This design comes from an exercise in tuning for small area and a short achievable clock period on the open sky130 flow, not from production work. Only simulation tests tie the RTL to the original design; equivalence was not proved.

==> flow/design.v, too long to show whole: its modules and the start of the top module <==
// module simple_ntt_core: 906 lines
// module ntt_fa: 4 lines
// module ntt_ha: 4 lines
module simple_ntt_core #(
  parameter int data_width      = 32,
  parameter int max_buffer_size = 4,
  parameter int modulus         = 3329,
  parameter int root            = 1729
) (
  input  logic                               clk,
  input  logic                               reset,
  input  logic [data_width-1:0]              input_buffer0,
  input  logic [data_width-1:0]              input_buffer1,
  input  logic [data_width-1:0]              input_buffer2,
  input  logic [data_width-1:0]              input_buffer3,
  input  logic [$clog2(max_buffer_size)-1:0] index,
  output logic [data_width-1:0]              output_buffer
);
  // ...
==> flow/flow/run.sh <==
#!/bin/bash
# The standard layout (standard.sh), except that the port buffers are
# made from the smallest buffer cell and the constant outputs share one tie cell.
export BUFFER_PORTS_ARGS="-buffer_cell sky130_fd_sc_hd__buf_1"
export SKIP_REPAIR_TIE_FANOUT=1
bash standard.sh > standard.log 2>&1
==> flow/standard.sh <==
#!/bin/bash
# synth_recipe.tcl (not shown) runs the flow's synth.tcl, then flattens the netlist and writes it again
# the make line also repeats each setting of config.mk as NAME=value (left out here)
make -C /OpenROAD-flow-scripts/flow DESIGN_CONFIG=/design/flow/config.mk WORK_HOME=/design/flow/orfs CLKGATE_MAP_FILE= SYNTH_SCRIPT=/design/flow/synth_recipe.tcl "${@:-finish}"
==> flow/config.mk <==
export PLATFORM = sky130hd
export DESIGN_NAME = simple_ntt_core
export DESIGN_NICKNAME = simple_ntt_core
export VERILOG_FILES = /design/flow/design.v
export SDC_FILE = /design/flow/constraint.sdc
export NUM_CORES = 4
export LEC_CHECK = 0
export CAP_MARGIN = 20
export CORE_MARGIN = 2
export CORE_UTILIZATION = 65
export CTS_BUF_LIST = sky130_fd_sc_hd__clkbuf_4 sky130_fd_sc_hd__clkbuf_8
export PLACE_DENSITY = 0.75
export SLEW_MARGIN = 20
export SYNTH_HIERARCHICAL = 1
export SYNTH_MINIMUM_KEEP_SIZE = 0
==> flow/constraint.sdc <==
create_clock -name core_clock -period 55.0 [get_ports {clk}]
set_input_delay 11.0000 -clock core_clock [delete_from_list [all_inputs] [get_ports {clk}]]
set_output_delay 11.0000 -clock core_clock [all_outputs]
set_load 0.01 [all_outputs]
==> qor.txt, run 1 <==
DRT Pass-1 Iters = 4
DIE HEIGHT = 127.9 um
Largest regs = rs (20), rt (20), y_r (13)
Detailed Route WL = 20.33 mm
Row count = 45
Area of the multi-input gates = 8204 um^2
Fraction of area in registers = 0.1124
Core area = 15090 um^2
Register area share after synthesis = 0.1194
IO buf count = 143
Met2 wire length = 10.96 mm
R2R Path Start = k_r[1]
Ys flop type = dfxtp_1
Worst hold slack = 0.6956 ns
TritonCTS Buffers = 5
CTS tree = built
Critical Path RT = 55.20 ns
CP top delay family = adder cells
Grt met1 use = 0.3484
Layout area overhead = 6.344%
Max Cap Violations = 0
Most frequent cells in the layout = 281 x fa_1, 142 x buf_1, 85 x inv_1
Crit path DAT = 16.36 ns
Antenna Nets Post-Route = 0
Status = timing/DRC/antenna clean
Slew margin rel. = 0.3248
Area leader, netlist = fa_1
==> inputs of run 2 (changes only) <==
--- a/flow/config.mk
+++ b/flow/config.mk
@@ -8,8 +8,8 @@
 export CAP_MARGIN = 20
 export CORE_MARGIN = 2
 export CORE_UTILIZATION = 65
-export CTS_BUF_LIST = sky130_fd_sc_hd__clkbuf_4 sky130_fd_sc_hd__clkbuf_8
+export CTS_BUF_LIST = sky130_fd_sc_hd__clkbuf_8
 export PLACE_DENSITY = 0.75
-export SLEW_MARGIN = 20
+export SLEW_MARGIN = 70
 export SYNTH_HIERARCHICAL = 1
 export SYNTH_MINIMUM_KEEP_SIZE = 0
==> run 2 against run 1 <==
Effect of this change:
- core utilization is 0.61 points higher
- fmax grew 1.7%
- clock-buffer cell count shrank 1
- global-route usage shrank 0.25 points
- first-iteration DRC count down 11%
- via count fell by 1.3%
- cell area grew 0.86%
- flip-flop and latch count did not move
- setup slack better by 0.28 ns
- critical path depth up 1
- critical path type unchanged
==> qor.txt, run 2 <==
GRT Residual Overflow = 0
Dpl hpwl = 18.79 mm
Setup TNS = 0 ns
Most instantiated library cell after synthesis = fa_1
DIE HEIGHT = 127.9 um (unchanged)
Clk latency of the worst-skew pair = 0.31 ns
Critical Path Fanout Max = 36
Core area = 15090 um^2 (unchanged)
Share of layout cells above drive strength 1 = 0.04195
Crit path DAT = 16.08 ns (-0.28 ns)
Max Slew Vio Count = 0
Vias in the first global route = 6973
RSZ-0062 raised after global routing = no
DR iter-0 viols = 200
Crit path time final = 15.89 ns
Area leader, netlist = fa_1
Layout area overhead = 7.259%
Worst hold slack = 0.7035 ns (+0.007890 ns)
FFs w/ async S/R, synth = 0.2500
Setup-failing EPs final = 0
Commonest non-fill, non-tap cell in the layout = fa_1
Final instance area = 10700 um^2
Critical Path RT = 55.20 ns (about the same)
Sequential standard cell area = 1192 um^2
Max Cap Violations = 0 (unchanged)
Final hold vios = 0
TritonCTS Buffers = 5 (unchanged)
Initial antenna violation count = 0
Netlist Area Pre-Place = 9980 um^2
Post-synth EDFFs = 0
CTS root buffer = clkbuf_8
Vias/cell = 5.369
Starting density of the core = 0.6614
Largest net degree at the start of global routing = 37
Ys flop type = dfxtp_1
ANT cells = 0
H-tree level count = 2
CTS tree = built
Worst Setup End Kind = register
First-pass GRT wire length = 33.76 mm
IO buf count = 143 (unchanged)
Clk slew on worst S/H paths = 0.09 ns
# clock sinks = 56
Top cells by count, synth = 281 x fa_1, 85 x inv_1, 71 x xor2_1
Post-CTS Setup Repair Bufs = 0
Cts repair resizes = 0
Avg WL per Cell = 18.78 um
Final #Nets = 1351
All-Layer GR Usage = 0.2708
Dpl cell area = 10590 um^2
Placer Congestion = 0.9396
Row count = 45 (unchanged)
Drt drc = 0
Share of the synthesized area in the top cell type = 0.5637
Area of the multi-input gates = 8249 um^2 (+0.55%)
Syn nets = 1240
Area of the die = 16360 um^2
Worst min path class = reg -> reg
Final Cycle Share = 0.2889
Crit path kind = in -> reg
Ports = 164
DRT Pass-1 Iters = 4 (unchanged)
FMAX = 62.94 MHz
#FFs+latches synth = 56
Routed via count = 5745
# hold bufs at CTS = 0
Antenna Nets Post-Route = 0 (unchanged)
Mapped Cells = 771
Synth top area cells = fa_1 56%, dfxtp_1 8.4%, ha_1 7.0%
Most frequent cells in the layout = 279 x fa_1, 142 x buf_1, 85 x inv_1
Register area share after synthesis = 0.1194 (unchanged)
Fillers = 1037
Post-route clock skew = 0.007917 ns
Clock tree buffer depth = 2
Synth warnings = 7
Die Wd = 127.9 um
Syn Area/Cell = 12.94 um^2
Worst Setup Start Kind = input port
Largest regs = rs (20), rt (20), y_r (13)
Status = timing/DRC/antenna clean
Detailed Route WL = 20.09 mm (-1.2%)
Distinct cells, synth = 46
## run 2: cell types whose count changed in the layout (fill, tap and decap cells not counted), sizes merged
cell | before | now
clkbuf | 7 | 6
clkinv | 1 | 0
inv | 86 | 87
clkinvlp | 1 | 0
buf | 146 | 147
bufinv | 0 | 1
## run 2: critical path, cell delays in order
cell,delay [ns]
clkbuf_4,0.11
buf_8,0.27
buf_12,0.28
xor2_1,0.11
ha_1,0.20
fa_1,0.39
fa_1,0.40
fa_1,0.39
fa_1,0.69
fa_1,0.50
fa_1,0.48
fa_1,0.42
fa_1,0.40
fa_1,0.42
## run 2: modules after synthesis (local to each module, per instance)
module	cells	copies in the design	flip-flops and latches	cell area, um^2
ntt_fa	1	281	0	20.02
simple_ntt_core	455	1	56	3916
ntt_ha	1	35	0	12.51
## run 2: cell families (layout without fill, tap and decap cells)
kind of cell    Yosys count  in the layout  share of synthesized area
buf+inv                 130            241                    0.05855
xor+xnor                109            109                    0.09566
mux                      18             18                    0.01843
other cells               2              2                  0.0007525
compound gates           52             52                    0.03573
flops                    56             56                     0.1194
simple gates             67             67                    0.03761
fa+ha+maj               337            337                     0.6339
## run 2: worst paths after layout
path | to | slack (ns) | from | cells past startpoint
max in group asynchronous | y_r[10] | 44.20 | reset | 2
worst max-delay path | rs[3] | 39.11 | index[0] | 14
min in group asynchronous | y_r[4] | 10.58 | reset | 2
worst min register to register | y_r[6] | 0.70 | v_r | 1
worst max register to register | y_r[11] | 41.22 | k_r[1] | 36
worst min-delay path | y_r[6] | 0.70 | v_r | 1
## run 2: through the flow
step	setup WS [ns]	cells	utilization
finish	39.11	1070	0.7094
global route	38.95	1070	0.7094
CTS	39.12	1070	0.7087
detailed placement	38.79	1063	0.7019
global placement	38.63	1062	0.6975
floorplan	39.27	771	-
## run 2: per-layer routing
layer	share of wire	vias up	global-route usage	wire (um)
li1	-	2556	-	-
met1	0.40	2951	0.3412	7967
met2	0.54	196	0.5014	10810
met3	0.040	42	0.02546	807
met4	0.025	0	0.08016	509
met5	0	-	0	0
## run 2: final cells by class
type	count	area share
Clock inverter	2	0.003156
Inverter	86	0.03016
Timing Repair Buffer	148	0.05622
Multi-Input combinational cell	585	0.7707
Tap cell	188	0.02198
Clock buffer	5	0.006429
Sequential cell	56	0.1114
==> inputs of run 3 (changes only) <==
--- a/flow/config.mk
+++ b/flow/config.mk
@@ -5,11 +5,11 @@
 export SDC_FILE = /design/flow/constraint.sdc
 export NUM_CORES = 4
 export LEC_CHECK = 0
-export CAP_MARGIN = 20
+export CAP_MARGIN = 70
 export CORE_MARGIN = 2
 export CORE_UTILIZATION = 65
 export CTS_BUF_LIST = sky130_fd_sc_hd__clkbuf_8
 export PLACE_DENSITY = 0.75
-export SLEW_MARGIN = 70
+export SLEW_MARGIN = 20
 export SYNTH_HIERARCHICAL = 1
 export SYNTH_MINIMUM_KEEP_SIZE = 0
==> run 3 against run 2 <==
Effect of this change:
- still clean on timing, DRC and antenna
- worst hold slack worse by 0.0015 ns
- wire length is 2.4% higher
- first-iteration DRC count is 8.0% higher
- synthesized area stayed put
- flip-flop and latch count stayed put
- register-to-register slack better by 0.10 ns
- clock skew is 0.0041 ns lower
- highest routed layer unchanged
==> qor.txt, run 3 <==
Status = timing/DRC/antenna clean
Final hold vios = 0 (unchanged)
Crit path kind = in -> reg
XOR/XNOR Fraction of Synth Area = 0.09566 (unchanged)
# hold bufs at CTS = 0 (unchanged)
Clock tree buffer depth = 2 (unchanged)
Layout area overhead = 7.434%
R2R setup slack = 41.32 ns (+0.10 ns)
Dpl cell area = 10640 um^2 (+0.44%)
Worst Setup End Kind = register
Syn nets = 1240 (unchanged)
Largest net degree at the start of global routing = 33 (-11%)
RSZ-0062 raised after global routing = no
Post-synthesis mux area share = 0.01843 (unchanged)
Critical Path Fanout Max = 32 (-11%)
Setup TNS = 0 ns (unchanged)
Vias in the first global route = 6997 (+0.34%)
Share of layout cells above drive strength 1 = 0.04031 (-0.001637)
Area leader, netlist = fa_1
Setup-failing EPs final = 0 (unchanged)
Ys flop type = dfxtp_1
Synth warnings = 7 (unchanged)
Hold EP = y_r[4]
Top cell by count, worst path = fa_1
Core area = 15090 um^2 (unchanged)
Syn Area/Cell = 12.94 um^2 (unchanged)
All-Layer GR Usage = 0.2744 (+0.003640)
Commonest non-fill, non-tap cell in the layout = fa_1
Final Cycle Share = 0.2908 (+0.001898)
Final instance area = 10720 um^2 (+0.16%)
Max Cap Violations = 0 (unchanged)
GRT Residual Overflow = 0 (unchanged)
Cts repair resizes = 0 (unchanged)
Mapped Cells = 771 (unchanged)
Adder-cell area share of the yosys netlist = 0.6339 (unchanged)
H-tree level count = 2 (unchanged)
Most instantiated library cell after synthesis = fa_1
FFs w/ async S/R, synth = 0.2500 (unchanged)
Crit path DAT = 16.19 ns (+0.11 ns)
Worst min path class = reg -> reg
WP buf/inv = 4 (+1)
Avg WL per Cell = 19.03 um (+1.3%)
Simple-gate share of the synthesized area = 0.03761 (unchanged)
CTS root buffer = clkbuf_8
Hold path depth = 1 (unchanged)
# clock sinks = 56 (unchanged)
Antenna Nets Post-Route = 0 (unchanged)
TritonCTS Buffers = 5 (unchanged)
Top cells by count, synth = 281 x fa_1, 85 x inv_1, 71 x xor2_1
Clk slew on worst S/H paths = 0.09 ns (about the same)
CP top delay family = adder cells
FF-to-FF path depth = 38 (+5.6%)
Synth top area cells = fa_1 56%, dfxtp_1 8.4%, ha_1 7.0%
Min-delay src = v_r
Compound-gate portion of the synthesized area = 0.03573 (unchanged)
Initial antenna violation count = 0 (unchanged)
Final #Nets = 1361 (+0.74%)
Worst path cell trace = clkbuf_4 -> buf_4 -> buf_12 -> buf_12 -> xor2_1 -> ha_1 -> fa_1 -> fa_1 -> fa_1 -> fa_1 -> fa_1 -> fa_1 -> fa_1 -> fa_1 -> fa_1
#FFs+latches synth = 56 (unchanged)
Worst Setup Start Kind = input port
Worst path slowest cell = fa_1
Routed via count = 5854 (+1.9%)
DRT Pass-1 Iters = 4 (unchanged)
Register area share after synthesis = 0.1194 (unchanged)
Distinct cells, synth = 46 (unchanged)
Detailed Route WL = 20.57 mm (+2.4%)
Largest regs = rs (20), rt (20), y_r (13)
FMAX = 62.53 MHz (-0.65%)
DIE HEIGHT = 127.9 um (unchanged)
Clk latency of the worst-skew pair = 0.31 ns (about the same)
Worst hold slack = 0.7019 ns (-0.001550 ns)
Crit path time final = 15.99 ns (+0.1044 ns)
Dpl hpwl = 19.16 mm (+2.0%)
Critical Path RT = 55.20 ns (about the same)
Crit path largest cell delay = 0.69 ns (about the same)
Max Slew Vio Count = 0 (unchanged)
Share of the synthesized area in the top cell type = 0.5637 (unchanged)
Vias/cell = 5.415 (+0.86%)
IO buf count = 143 (unchanged)
DR iter-0 viols = 216 (+8.0%)
Drt drc = 0 (unchanged)
Starting density of the core = 0.6614 (unchanged)
Most frequent cells in the layout = 281 x fa_1, 143 x buf_1, 86 x inv_1
First-pass GRT wire length = 34.05 mm (+0.86%)
Placer Congestion = 0.9396 (unchanged)
Netlist Area Pre-Place = 9980 um^2 (unchanged)
Post-route clock skew = 0.003846 ns (-0.004071 ns)
Area of the die = 16360 um^2 (unchanged)
Die Wd = 127.9 um (unchanged)
Largest family of logic cells by synthesized area = adder cells
ANT cells = 0 (unchanged)
Post-synth EDFFs = 0 (unchanged)
Row count = 45 (unchanged)
CTS tree = built
Post-layout util = 0.7105 (+0.001161)
Worst reg2reg path endpoint = y_r[11]
Ports = 164 (unchanged)
R2R Path Start = k_r[0]
Post-CTS Setup Repair Bufs = 0 (unchanged)
## run 3: cell counts after synthesis
No cell type changed its count.
## run 3: kinds of logic after synthesis
kind of cell | after synthesis
adders and majority gates | 337
buffers and inverters | 130
xor gates and xnor gates | 109
and+or+nand+nor | 67
DFF | 56
AOI/OAI and AO/OA | 52
muxes | 18
other | 2
## run 3: through the flow
stage,worst slack (ns),instances
6_report,39.01,1081
4_1_cts,39.02,1081
5_1_grt,38.85,1081
3_5_place_dp,38.66,1073
2_1_floorplan,39.27,771
3_3_place_gp,38.63,1062
## run 3: how the worst max path moves through the flow
| stage | from | end | slack (ns) | depth (start not counted) |
|---|---|---|---|---|
| 2_1_floorplan | index[0] | rs[3] | 39.27 | 13 |
| 3_3_place_gp | index[0] | rs[3] | 38.63 | 13 |
| 3_5_place_dp | index[0] | rs[3] | 38.66 | 15 |
| 4_1_cts | index[0] | rs[3] | 39.02 | 15 |
| 5_1_grt | index[0] | rs[3] | 38.85 | 15 |
| 6_report | index[0] | rs[3] | 39.01 | 15 |
## run 3: final cells by class
cell class	instances	area, um^2
Clock inverter	3	15.01
Sequential cell	56	1192
Timing Repair Buffer	158	683.2
Clock buffer	5	68.82
Tap cell	188	235.2
Inverter	86	322.8
Multi-Input combinational cell	585	8204
Fill cell	1028	4368
## run 3: per-module statistics from Yosys, one instance, submodules excluded
module | times used | cells inside | flip-flops and latches | area, um^2
ntt_fa | 281 | 1 | 0 | 20.02
simple_ntt_core | 1 | 455 | 56 | 3916
ntt_ha | 35 | 1 | 0 | 12.51
## run 3: layer usage
metal / track usage / vias up / part of all wire
met5: 0 / - / 0
met3: 0.02963 / 43 / 0.043
met2: 0.5052 / 196 / 0.54
met1: 0.3414 / 3036 / 0.39
met4: 0.09050 / 0 / 0.030
li1: - / 2579 / -
==> inputs of run 4 (changes only) <==
--- a/flow/config.mk
+++ b/flow/config.mk
@@ -5,7 +5,7 @@
 export SDC_FILE = /design/flow/constraint.sdc
 export NUM_CORES = 4
 export LEC_CHECK = 0
-export CAP_MARGIN = 70
+export CAP_MARGIN = 20
 export CORE_MARGIN = 2
 export CORE_UTILIZATION = 65
 export CTS_BUF_LIST = sky130_fd_sc_hd__clkbuf_8
==> run 4 against run 3 <==
Effect of this change:
- still clean
- register-to-register slack worse by 0.48 ns
- synthesized cell count unchanged
- global-route usage fell by 0.12 points
- setup slack worse by 0.19 ns
- cell area is 1.1% lower
- critical endpoint unchanged
- highest routed layer unchanged
==> qor.txt, run 4 <==
# clock sinks = 56 (unchanged)
Dpl hpwl = 18.81 mm (-1.8%)
Clk slew on worst S/H paths = 0.10 ns (about the same)
# hold bufs at CTS = 0 (unchanged)
Row count = 45 (unchanged)
Synth top area cells = fa_1 56%, dfxtp_1 8.4%, ha_1 7.0%
FF-to-FF path depth = 36 (-5.3%)
WP buf/inv = 2 (-2)
Starting density of the core = 0.6614 (unchanged)
#FFs+latches synth = 56 (unchanged)
Detailed Route WL = 20.37 mm (-0.98%)
FMAX = 61.82 MHz (-1.1%)
Crit path largest cell delay = 0.73 ns (+0.04 ns)
Post-route clock skew = 0.007349 ns (+0.003503 ns)
Die Wd = 127.9 um (unchanged)
Slew margin rel. = 0.3252
Top cell by count, worst path = fa_1
Antenna Nets Post-Route = 0 (unchanged)
Worst min path class = reg -> reg
Worst Setup Start Kind = input port
Hold path depth = 1 (unchanged)
First-pass GRT wire length = 34.25 mm (+0.59%)
Crit path time final = 16.18 ns (+0.1851 ns)
TritonCTS Buffers = 5 (unchanged)
DIE HEIGHT = 127.9 um (unchanged)
Clock tree buffer depth = 2 (unchanged)
Dpl cell area = 10530 um^2 (-1.1%)
ANT cells = 0 (unchanged)
Hold EP = y_r[6]
Largest regs = rs (20), rt (20), y_r (13)
Netlist Area Pre-Place = 9980 um^2 (unchanged)
Mapped Cells = 771 (unchanged)
Routed via count = 5846 (-0.14%)
CTS tree = built
Largest net degree at the start of global routing = 68 (+110%)
CP top delay family = adder cells
Initial antenna violation count = 0 (unchanged)
Synth warnings = 7 (unchanged)
Share of layout cells above drive strength 1 = 0.02948 (-0.01084)
Post-synth EDFFs = 0 (unchanged)
RSZ-0062 raised after global routing = no
Critical Path RT = 55.20 ns (about the same)
Area of the die = 16360 um^2 (unchanged)
Top cells by count, synth = 281 x fa_1, 85 x inv_1, 71 x xor2_1
Final instance area = 10610 um^2 (-1.1%)
R2R setup slack = 40.84 ns (-0.48 ns)
DRT Pass-1 Iters = 5 (+1)
Max Slew Vio Count = 0 (unchanged)
IO buf count = 143 (unchanged)
Placer Congestion = 0.9396 (unchanged)
H-tree level count = 2 (unchanged)
Critical Path Fanout Max = 67 (+110%)
Worst hold slack = 0.6920 ns (-0.009962 ns)
Setup TNS = 0 ns (unchanged)
Vias/cell = 5.464 (+0.89%)
Ports = 164 (unchanged)
Drt drc = 0 (unchanged)
Post-CTS Setup Repair Bufs = 0 (unchanged)
Worst-Margin Slew = 1.012 ns
Syn Area/Cell = 12.94 um^2 (unchanged)
Vias in the first global route = 6934 (-0.90%)
Layout area overhead = 6.306%
All-Layer GR Usage = 0.2732 (-0.001193)
CTS root buffer = clkbuf_8
Share of the synthesized area in the top cell type = 0.5637 (unchanged)
Post-layout util = 0.7031 (-0.007463)
DR iter-0 viols = 209 (-3.2%)
Commonest non-fill, non-tap cell in the layout = fa_1
Worst path slowest cell = buf_4
Ys flop type = dfxtp_1
Min-delay src = v_r
Area leader, netlist = fa_1
Worst path cell trace = clkbuf_4 -> buf_4 -> xor2_1 -> ha_1 -> fa_1 -> fa_1 -> fa_1 -> fa_1 -> fa_1 -> fa_1 -> fa_1 -> fa_1 -> fa_1
Most frequent cells in the layout = 281 x fa_1, 142 x buf_1, 86 x inv_1
Worst reg2reg path endpoint = y_r[11]
Status = timing/DRC/antenna clean
Distinct cells, synth = 46 (unchanged)
Most instantiated library cell after synthesis = fa_1
Setup-failing EPs final = 0 (unchanged)
Cts repair resizes = 0 (unchanged)
FFs w/ async S/R, synth = 0.2500 (unchanged)
Worst Setup End Kind = register
Crit path kind = in -> reg
R2R Path Start = k_r[1]
Final hold vios = 0 (unchanged)
Register area share after synthesis = 0.1194 (unchanged)
Final Cycle Share = 0.2941 (+0.003365)
Max Cap Violations = 0 (unchanged)
Crit path DAT = 16.38 ns (+0.19 ns)
Core area = 15090 um^2 (unchanged)
Avg WL per Cell = 19.03 um (about the same)
Final #Nets = 1350 (-0.81%)
Syn nets = 1240 (unchanged)
Clk latency of the worst-skew pair = 0.31 ns (about the same)
GRT Residual Overflow = 0 (unchanged)
run 4: cell counts after synthesis:
Identical to the previous run, type by type.
run 4: cell families after synthesis:
| kind of cell | Yosys count | share of synthesized area |
|---|---|---|
| other cells | 2 | 0.0007525 |
| xor+xnor | 109 | 0.09566 |
| mux | 18 | 0.01843 |
| flops | 56 | 0.1194 |
| simple gates | 67 | 0.03761 |
| fa+ha+maj | 337 | 0.6339 |
| buf+inv | 130 | 0.05855 |
| compound gates | 52 | 0.03573 |
run 4: layer usage:
layer  vias to the layer above  GRT usage  routed length (um)
met5                         -          0                   0
met4                         0    0.06981                 456
met3                        38    0.02462                 915
met2                       211     0.5080               10990
met1                      3038     0.3481                8001
li1                       2559          -                   -
run 4: metrics by stage:
stage | instances | worst slack [ns]
floorplan | 771 | 39.27
global placement | 1062 | 38.63
detailed placement | 1062 | 38.51
CTS | 1070 | 38.85
global route | 1070 | 38.63
finish | 1070 | 38.82
run 4: worst max-delay path by stage:
| stage | startpoint | end | slack [ns] | cells past startpoint |
|---|---|---|---|---|
| floorplan | index[0] | rs[3] | 39.27 | 13 |
| global placement | index[0] | rs[3] | 38.63 | 13 |
| detailed placement | index[0] | rs[3] | 38.51 | 13 |
| CTS | index[0] | rs[3] | 38.85 | 13 |
| global route | index[0] | rs[12] | 38.63 | 14 |
| finish | index[0] | rs[3] | 38.82 | 13 |
run 4: final cells by class:
type	instances	area (um^2)
clock inverter	3	15.01
clock buffer	5	68.82
fill	1084	4481
timing repair buffer	147	570.5
tap	188	235.2
multi-input combinational	585	8204
sequential	56	1192
inverter	86	322.8
run 4: modules after synthesis, one instance, submodules excluded:
module,cells,flops+latches,area (um^2)
simple_ntt_core,455,56,3916
ntt_fa,1,0,20.02
ntt_ha,1,0,12.51
==> inputs of run 5 (changes only) <==
--- a/flow/config.mk
+++ b/flow/config.mk
@@ -7,9 +7,9 @@
 export LEC_CHECK = 0
 export CAP_MARGIN = 20
 export CORE_MARGIN = 2
-export CORE_UTILIZATION = 65
+export CORE_UTILIZATION = 80
 export CTS_BUF_LIST = sky130_fd_sc_hd__clkbuf_8
-export PLACE_DENSITY = 0.75
-export SLEW_MARGIN = 20
+export PLACE_DENSITY = 0.9
+export SLEW_MARGIN = 70
 export SYNTH_HIERARCHICAL = 1
 export SYNTH_MINIMUM_KEEP_SIZE = 0
==> run 5 against run 4 <==
Effect of this change:
- non-clock buffer count shrank 1
- fmax increased by 2.9%
- sequential share of layout area hardly changed
- critical path type unchanged
==> qor.txt, run 5 <==
Clk latency of the worst-skew pair = 0.31 ns (about the same)
Placer Congestion = 0.9727 (+3.5%)
XOR/XNOR Fraction of Synth Area = 0.09566 (unchanged)
Row count = 40 (-11%)
Ports = 164 (unchanged)
Post-CTS Setup Repair Bufs = 0 (unchanged)
Syn Area/Cell = 12.94 um^2 (unchanged)
Cts repair resizes = 0 (unchanged)
Initial antenna violation count = 0 (unchanged)
RSZ-0062 raised after global routing = no
Synth top area cells = fa_1 56%, dfxtp_1 8.4%, ha_1 7.0%
CTS tree = built
IO buf count = 143 (unchanged)
Setup-failing EPs final = 0 (unchanged)
Worst Setup Start Kind = input port
Netlist Area Pre-Place = 9980 um^2 (unchanged)
Distinct cells, synth = 46 (unchanged)
Antenna Nets Post-Route = 0 (unchanged)
Mapped Cells = 771 (unchanged)
Syn nets = 1240 (unchanged)
Worst Setup End Kind = register
Starting density of the core = 0.8240 (+0.1626)
Clock tree buffer depth = 2 (unchanged)
Core area = 12110 um^2 (-20%)
DRT Pass-1 Iters = 5 (unchanged)
Post-synth EDFFs = 0 (unchanged)
Setup TNS = 0 ns (unchanged)
CTS root buffer = clkbuf_8
Most frequent cells in the layout = 279 x fa_1, 142 x buf_1, 85 x inv_1
Final hold vios = 0 (unchanged)
Dpl hpwl = 20.87 mm (+11%)
Commonest non-fill, non-tap cell in the layout = fa_1
Avg WL per Cell = 21.64 um (+14%)
Crit path DAT = 15.91 ns (-0.47 ns)
Adder-cell area share of the yosys netlist = 0.6339 (unchanged)
DIE HEIGHT = 115.7 um (-9.6%)
FFs w/ async S/R, synth = 0.2500 (unchanged)
Worst min path class = reg -> reg
Simple-gate share of the synthesized area = 0.03761 (unchanged)
All-Layer GR Usage = 0.3610 (+0.08776)
FMAX = 63.63 MHz (+2.9%)
TritonCTS Buffers = 5 (unchanged)
Post-synthesis mux area share = 0.01843 (unchanged)
Largest net degree at the start of global routing = 68 (unchanged)
ANT cells = 0 (unchanged)
First-pass GRT wire length = 34.78 mm (+1.6%)
Final Cycle Share = 0.2858 (-0.008364)
Routed via count = 6092 (+4.2%)
Area of the die = 13380 um^2 (-18%)
Detailed Route WL = 22.70 mm (+11%)
Ys flop type = dfxtp_1
H-tree level count = 2 (unchanged)
Clk slew on worst S/H paths = 0.09 ns (about the same)
Status = timing/DRC/antenna clean
Synth warnings = 7 (unchanged)
Top cells by count, synth = 281 x fa_1, 85 x inv_1, 71 x xor2_1
GRT Residual Overflow = 0 (unchanged)
Vias in the first global route = 6989 (+0.79%)
DR iter-0 viols = 389 (+86%)
Die Wd = 115.7 um (-9.6%)
Register area share after synthesis = 0.1194 (unchanged)
Max Slew Vio Count = 0 (unchanged)
Final #Nets = 1349 (-0.074%)
Max Cap Violations = 0 (unchanged)
Crit path time final = 15.72 ns (-0.4600 ns)
Post-route clock skew = 0.005382 ns (-0.001966 ns)
Crit path kind = in -> reg
Critical Path RT = 55.19 ns (about the same)
Drt drc = 0 (unchanged)
Largest family of logic cells by synthesized area = adder cells
Critical Path Fanout Max = 67 (unchanged)
#FFs+latches synth = 56 (unchanged)
Share of layout cells above drive strength 1 = 0.03746 (+0.007979)
Most instantiated library cell after synthesis = fa_1
# clock sinks = 56 (unchanged)
Layout area overhead = 6.720%
Share of the synthesized area in the top cell type = 0.5637 (unchanged)
Area leader, netlist = fa_1
Largest regs = rs (20), rt (20), y_r (13)
Vias/cell = 5.807 (+6.3%)
Compound-gate portion of the synthesized area = 0.03573 (unchanged)
# hold bufs at CTS = 0 (unchanged)
run 5: cell counts after synthesis:
No cell type changed its count.
run 5: worst max-delay path: stages:
cell,delay (ns)
clkbuf_16,0.26
xor2_1,0.24
ha_1,0.21
fa_1,0.39
fa_1,0.39
fa_1,0.67
fa_1,0.50
fa_1,0.41
fa_1,0.49
fa_1,0.44
fa_1,0.42
fa_1,0.45
run 5: per-layer routing:
layer	GRT usage	vias to the layer above	routed length (um)
met1	0.4162	3142	7915
li1	-	2557	-
met2	0.6515	315	12130
met3	0.06119	78	1505
met4	0.1873	0	1147
met5	0	-	0
run 5: kinds of logic after synthesis:
kind of cell | after synthesis
adders and majority gates | 337
buffers and inverters | 130
xor gates and xnor gates | 109
and+or+nand+nor | 67
DFF | 56
AOI/OAI and AO/OA | 52
muxes | 18
other | 2
run 5: area by class of cell:
cell class                      count  area [um^2]
Inverter                           86        325.3
Multi-Input combinational cell    585         8232
Clock inverter                      3        11.26
Clock buffer                        5        68.82
Sequential cell                    56         1195
Timing Repair Buffer              146        608.1
Tap cell                          168        210.2
Fill cell                         554         1461
run 5: modules after synthesis, one instance, submodules excluded:
module	copies in the design	cells	flops+latches	area [um^2]
simple_ntt_core	1	455	56	3916
ntt_ha	35	1	0	12.51
ntt_fa	281	1	0	20.02
run 5: path summary, 6_finish.rpt:
| kind | start | to | slack, ns | depth (start not counted) |
|---|---|---|---|---|
| min reg2reg | v_r | y_r[7] | 0.74 | 1 |
| max in group asynchronous | reset | y_r[11] | 44.19 | 2 |
| max | index[0] | rs[3] | 39.28 | 12 |
| min in group asynchronous | reset | v_r | 10.59 | 2 |
| min | v_r | y_r[7] | 0.74 | 1 |
| max reg2reg | k_r[0] | y_r[11] | 41.31 | 36 |
run 5: per-stage QoR:
stage               std cells  area [um^2]  setup slack (ns)  hold WS [ns]    util
floorplan                 771         9980             39.27        0.4798       -
global placement         1039        10480             38.69        0.6905  0.8651
detailed placement       1041        10550             38.99        0.7294  0.8712
CTS                      1049        10630             39.32        0.7387  0.8778
global route             1049        10650             39.20        0.7589  0.8793
finish                   1049        10650             39.28        0.7352  0.8793

## afterwards: timing with drivers on the ports
Ports are ideal in the flow. The routed layouts listed here were re-timed in OpenROAD.
Step 1 assumes that a clkbuf_16 drives the clock port and a buf_2 every other input.
Step 2 adds t to the input delays and takes it off the output delays; t is the mean of the earliest and latest rising clock arrival at the registers after step 1. Input paths then give back, and output paths get back, about the clock's delay inside the block.
Three values: ideal, step 1, step 2; two values: the first two.
run	t, ns	setup slack, ns	hold WS [ns]	worst setup path after step 2	clock arrival spread, ns
run 1	0.338	38.836 / 38.843 / 38.505	0.696 / 0.696 / 0.696	input to register	0.008 / 0.008
run 2	0.341	39.113 / 39.122 / 38.781	0.703 / 0.703 / 0.703	input to register	0.008 / 0.008
run 3	0.340	39.008 / 39.019 / 38.679	0.702 / 0.702 / 0.702	input to register	0.004 / 0.003
run 4	0.338	38.823 / 38.831 / 38.493	0.692 / 0.692 / 0.692	input to register	0.007 / 0.007
run 5	0.343	39.283 / 39.274 / 38.931	0.735 / 0.735 / 0.735	input to register	0.006 / 0.006
After both steps every run listed still meets setup and hold. The setup slack of run 5, which loses most, moves by -0.009 ns with the drivers and by -0.352 ns with both steps.
